Source: an optimization exercise on an open RTL-to-GDS flow (aim: a short achievable clock period and few clock cycles). Production flows keep margins and buffers that such runs may drop. The RTL was checked by simulation tests, not by an equivalence proof against the original design. Power is estimated from default activity; no workload was simulated.

==> module tracking_top, before the edit <==
module tracking_top (
	input  logic          crystal_clk_div_by_two,
	input  logic          rst,
	input  logic          start_valid,
	input  logic [15:0]   start_count,
	input  logic [7:0]    start_min_size,
	input  logic          start_mode,
	output logic          start_ready,
	output logic          mem_rd_en,
	output logic [17:0]   mem_rd_addr,
	input  logic [31:0]   mem_rdata,
	output logic          result_valid,
	output logic [293:0]  result,
	input  logic          result_ready
);
	localparam int NC = 6;
	localparam int AW = 18;
	localparam logic [1:0] K_COLOR = 2'd0;
	localparam logic [1:0] K_SIZE = 2'd1;
	localparam logic [1:0] K_CENT = 2'd2;
	logic srdy;                  
	logic busy;                  
	logic rv;                    
	logic mode;
	logic [15:0] rem;            
	logic more;                  
	logic [AW-1:0] ca0, ca1, ca2;     
	logic rd_en;
	logic [AW-1:0] rd_addr;
	logic [1:0] rd_kind;
	logic [NC-1:0] rd_col;       
	logic [AW-1:0] rd_saddr;     
	logic [AW-1:0] rd_caddr;     
	logic d_v;
	logic [1:0] d_kind;
	logic [NC-1:0] d_col;
	logic [AW-1:0] d_saddr;
	logic [AW-1:0] d_caddr;
	logic q_color;               
	logic q_size;                
	logic [NC-1:0] q_ccol;       
	logic [NC-1:0] q_scol;       
	logic [15:0] q_metric;       
	logic q_max;                 
	logic [AW-1:0] q_saddr;
	logic [AW-1:0] q_caddr;
	logic [15:0] best [NC];      
	logic [AW-1:0] best_caddr [NC];
	logic [NC-1:0] sat;          
	logic [NC-1:0] dirty;        
	logic [NC-1:0] found;
	logic [15:0] res_metric [NC];
	logic [31:0] res_cent [NC];
	assign start_ready = srdy;
	assign result_valid = rv;
	assign mem_rd_en = rd_en;
	assign mem_rd_addr = rd_addr;
	genvar gc;
	generate
		for (gc = 0; gc < NC; gc++) begin : g_res
			assign result[49*gc +: 49] = {found[gc], res_cent[gc], res_metric[gc]};
		end
	endgenerate
	logic [NC-1:0] upd;
	always_comb begin
		for (int c = 0; c < NC; c++) begin
			upd[c] = q_size && q_scol[c] && (q_metric > best[c]);
		end
	end
	logic need_size;
	assign need_size = q_color && |(q_ccol & ~sat);
	logic [NC-1:0] pend;
	logic [NC-1:0] cand;
	logic [NC-1:0] pick;
	always_comb begin
		pend = ((rd_en && rd_kind == K_SIZE) ? rd_col : '0)
			| ((d_v && d_kind == K_SIZE) ? d_col : '0)
			| (q_size ? q_scol : '0);
		cand = (|(dirty & ~pend)) ? (dirty & ~pend) : dirty;
		pick = cand & (~cand + 1'b1);     
	end
	logic [AW-1:0] pick_addr;
	always_comb begin
		pick_addr = '0;
		for (int c = 0; c < NC; c++) begin
			pick_addr = pick_addr | (pick[c] ? best_caddr[c] : '0);
		end
	end
	logic go_color;
	assign go_color = more && !(&sat);
	logic done;
	assign done = busy && !go_color && !rd_en && !(d_v && d_kind != K_CENT)
		&& !q_color && !q_size && (dirty == '0);
	logic [15:0] in_metric;
	logic [7:0] in_height;
	assign in_height = mem_rdata[23:16];
	always_comb begin
		if (!mode) begin
			in_metric = mem_rdata[15:0];
		end else if (in_height > 120) begin
			in_metric = '0;
		end else begin
			in_metric = {8'd0, in_height};
		end
	end
	logic [NC-1:0] in_ccol;
	always_comb begin
		for (int c = 0; c < NC; c++) begin
			in_ccol[c] = (mem_rdata[7:0] == 8'(c + 1));
		end
	end
	always_ff @(posedge crystal_clk_div_by_two) begin
		if (rst) begin
			srdy <= 1'b1;
			busy <= 1'b0;
			rv <= 1'b0;
			rd_en <= 1'b0;
			d_v <= 1'b0;
			q_color <= 1'b0;
			q_size <= 1'b0;
			more <= 1'b0;
			dirty <= '0;
		end else begin
			d_v <= rd_en;
			q_color <= d_v && d_kind == K_COLOR;
			q_size <= d_v && d_kind == K_SIZE;
			if (srdy) begin
				srdy <= !start_valid;
				busy <= start_valid;
				rd_en <= start_valid && (start_count != '0);
				rd_kind <= K_COLOR;
				more <= |start_count[15:1];
				dirty <= '0;
			end else if (busy) begin
				rd_en <= 1'b0;
				if (need_size) begin
					rd_en <= 1'b1;
					rd_kind <= K_SIZE;
				end else if (go_color) begin
					rd_en <= 1'b1;
					rd_kind <= K_COLOR;
					more <= (rem != 16'd1);
				end else if (dirty != '0) begin
					rd_en <= 1'b1;
					rd_kind <= K_CENT;
				end
				dirty <= (dirty & ~((!need_size && !go_color) ? pick : '0)) | upd;
				if (done) begin
					busy <= 1'b0;
					rv <= 1'b1;
				end
			end else if (rv && result_ready) begin
				rv <= 1'b0;
				srdy <= 1'b1;
			end
		end
	end
	always_ff @(posedge crystal_clk_div_by_two) begin
		if (srdy) begin
			rd_addr <= AW'(200000);
			rd_saddr <= AW'(200000 + 1);
			rd_caddr <= AW'(200000 + 2);
			ca0 <= AW'(200000 + 3);
			ca1 <= AW'(200000 + 4);
			ca2 <= AW'(200000 + 5);
			rem <= start_count - 1'b1;
			mode <= start_mode;
		end else if (need_size) begin
			rd_addr <= q_saddr;
			rd_caddr <= q_caddr;
			rd_col <= q_ccol;
		end else if (go_color) begin
			rd_addr <= ca0;
			rd_saddr <= ca1;
			rd_caddr <= ca2;
			ca0 <= ca0 + AW'(3);
			ca1 <= ca1 + AW'(3);
			ca2 <= ca2 + AW'(3);
			rem <= rem - 1'b1;
		end else begin
			rd_addr <= pick_addr;
			rd_col <= pick;
		end
		d_kind <= rd_kind;
		d_col <= rd_col;
		d_saddr <= rd_saddr;
		d_caddr <= rd_caddr;
		q_ccol <= in_ccol;
		q_scol <= d_col;
		q_metric <= in_metric;
		q_max <= mode ? (in_metric[7:0] == 8'(120)) : (in_metric == 16'hffff);
		q_saddr <= d_saddr;
		q_caddr <= d_caddr;
	end
	always_ff @(posedge crystal_clk_div_by_two) begin
		for (int c = 0; c < NC; c++) begin
			if (srdy) begin
				best[c] <= {8'd0, start_min_size};
				sat[c] <= start_mode && (start_min_size >= 8'(120));
				found[c] <= 1'b0;
				res_metric[c] <= '0;
				res_cent[c] <= '0;
			end else begin
				if (upd[c]) begin
					best[c] <= q_metric;
					best_caddr[c] <= q_caddr;
					sat[c] <= q_max;
					found[c] <= 1'b1;
					res_metric[c] <= q_metric;
				end
				if (d_v && d_kind == K_CENT && d_col[c]) begin
					res_cent[c] <= mem_rdata;
				end
			end
		end
	end
endmodule
export LEC_CHECK = 0
export ABC_CLOCK_PERIOD_IN_PS = 2500
export CAP_MARGIN = 20
export CORE_MARGIN = 2
export CORE_UTILIZATION = 40
export SETUP_SLACK_MARGIN = 5
export SLEW_MARGIN = 20
create_clock -name core_clock -period 8.0 [get_ports {crystal_clk_div_by_two}]
run.sh (not shown) runs the stock make flow with config.mk's settings and CLKGATE_MAP_FILE= SYNTH_SCRIPT=/design/flow/synth_recipe.tcl, a recipe that flattens the netlist after the stock synthesis.
Testbench counts at the start, summed over its fixed seeds: cycles 23,594.
==> next run, changes <==
--- a/flow/design.v
+++ b/flow/design.v
@@ -99,13 +99,18 @@
 	logic [NC-1:0] q_ccol;       
 	logic [NC-1:0] q_scol;       
 	logic [15:0] q_metric;       
 	logic q_max;                 
+	logic q_need;                
+	logic [NC-1:0] q_gtb;        
+	logic q_gtq;                 
+	logic [NC-1:0] pupd;         
 	logic [AW-1:0] q_saddr;
 	logic [AW-1:0] q_caddr;
 	logic [15:0] best [NC];      
 	logic [AW-1:0] best_caddr [NC];
 	logic [NC-1:0] sat;          
+	logic all_sat;
 	logic [NC-1:0] dirty;        
 	logic [NC-1:0] found;
 	logic [15:0] res_metric [NC];
 	logic [31:0] res_cent [NC];
@@ -121,13 +126,13 @@
 	endgenerate
 	logic [NC-1:0] upd;
 	always_comb begin
 		for (int c = 0; c < NC; c++) begin
-			upd[c] = q_size && q_scol[c] && (q_metric > best[c]);
+			upd[c] = q_size && q_scol[c] && (pupd[c] ? q_gtq : q_gtb[c]);
 		end
 	end
 	logic need_size;
-	assign need_size = q_color && |(q_ccol & ~sat);
+	assign need_size = q_color && q_need;
 	logic [NC-1:0] pend;
 	logic [NC-1:0] cand;
 	logic [NC-1:0] pick;
 	always_comb begin
@@ -144,23 +149,27 @@
 			pick_addr = pick_addr | (pick[c] ? best_caddr[c] : '0);
 		end
 	end
 	logic go_color;
-	assign go_color = more && !(&sat);
+	assign go_color = more && !all_sat;
 	logic done;
 	assign done = busy && !go_color && !rd_en && !(d_v && d_kind != K_CENT)
 		&& !q_color && !q_size && (dirty == '0);
 	logic [15:0] in_metric;
 	logic [7:0] in_height;
+	logic [15:0] in_size;
+	logic in_hok;
+	logic [NC-1:0] in_gtb;
+	logic in_gtq;
 	assign in_height = mem_rdata[23:16];
-	always_comb begin
-		if (!mode) begin
-			in_metric = mem_rdata[15:0];
-		end else if (in_height > 120) begin
-			in_metric = '0;
-		end else begin
-			in_metric = {8'd0, in_height};
-		end
+	assign in_size = mem_rdata[15:0];
+	assign in_hok = (in_height <= 8'(120));
+	assign in_metric = mode ? (in_hok ? {8'd0, in_height} : 16'd0) : in_size;
+	always_comb begin
+		for (int c = 0; c < NC; c++) begin
+			in_gtb[c] = mode ? (in_hok && ({8'd0, in_height} > best[c])) : (in_size > best[c]);
+		end
+		in_gtq = mode ? (in_hok && ({8'd0, in_height} > q_metric)) : (in_size > q_metric);
 	end
 	logic [NC-1:0] in_ccol;
 	always_comb begin
 		for (int c = 0; c < NC; c++) begin
@@ -187,8 +196,9 @@
 				busy <= start_valid;
 				rd_en <= start_valid && (start_count != '0);
 				rd_kind <= K_COLOR;
 				more <= |start_count[15:1];
+				all_sat <= start_mode && (start_min_size >= 8'(120));
 				dirty <= '0;
 			end else if (busy) begin
 				rd_en <= 1'b0;
 				if (need_size) begin
@@ -196,14 +206,15 @@
 					rd_kind <= K_SIZE;
 				end else if (go_color) begin
 					rd_en <= 1'b1;
 					rd_kind <= K_COLOR;
-					more <= (rem != 16'd1);
+					more <= (rem != 16'd2);
 				end else if (dirty != '0) begin
 					rd_en <= 1'b1;
 					rd_kind <= K_CENT;
 				end
 				dirty <= (dirty & ~((!need_size && !go_color) ? pick : '0)) | upd;
+				all_sat <= &sat;
 				if (done) begin
 					busy <= 1'b0;
 					rv <= 1'b1;
 				end
@@ -220,9 +231,9 @@
 			rd_caddr <= AW'(200000 + 2);
 			ca0 <= AW'(200000 + 3);
 			ca1 <= AW'(200000 + 4);
 			ca2 <= AW'(200000 + 5);
-			rem <= start_count - 1'b1;
+			rem <= start_count;
 			mode <= start_mode;
 		end else if (need_size) begin
 			rd_addr <= q_saddr;
 			rd_caddr <= q_caddr;
@@ -245,9 +256,13 @@
 		d_caddr <= rd_caddr;
 		q_ccol <= in_ccol;
 		q_scol <= d_col;
 		q_metric <= in_metric;
-		q_max <= mode ? (in_metric[7:0] == 8'(120)) : (in_metric == 16'hffff);
+		q_max <= mode ? (in_height == 8'(120)) : (in_size == 16'hffff);
+		q_need <= |(in_ccol & ~sat);
+		q_gtb <= in_gtb;
+		q_gtq <= in_gtq;
+		pupd <= upd;
 		q_saddr <= d_saddr;
 		q_caddr <= d_caddr;
 	end
 	always_ff @(posedge crystal_clk_div_by_two) begin
Routed wire length is higher by a few percent. Power grows slightly. Utilization goes down by 0.57 points. Clock-buffer cell count is higher by 6. Cell area increases by a few percent. Maximum frequency stays flat. Die area climbs by a few percent. Combinational power grows by a quarter to a third. Synthesized area climbs by a few percent. Global-route usage fell by 0.18 points.
Testbench counts after the change, summed over its fixed seeds: cycles 23,597.

==> afterwards: timing with drivers on the ports <==
No port has a modelled driver above. Below, the same layouts with a new extraction and two added sets of constraints. Step 1 sets driving cells, clkbuf_16 on the clock port and buf_2 on the other inputs (assumed; they add their load-dependent delay and slew). Step 2 adds t to the input delays and takes it off the output delays; t is the mean of the earliest and latest rising clock arrival at the registers after step 1. Input paths then give back, and output paths get back, about the clock's delay inside the block. Slacks: no drivers / after step 1 / after step 2; pairs: no drivers / after step 1.
| run | t, ns | setup WS [ns] | worst register clock-pin slew, ns | worst slew at a driven data input, ns |
|---|---|---|---|---|
| the first run | 0.676 | 5.027 / 4.966 / 4.432 | 0.07 / 0.07 | 0.12 |
| the second run | 0.690 | 5.034 / 4.972 / 4.386 | 0.07 / 0.07 | 0.09 |
After both steps every run listed still meets setup and hold. The setup slack of the second run, which loses most, moves by -0.062 ns with the drivers and by -0.648 ns with both steps.
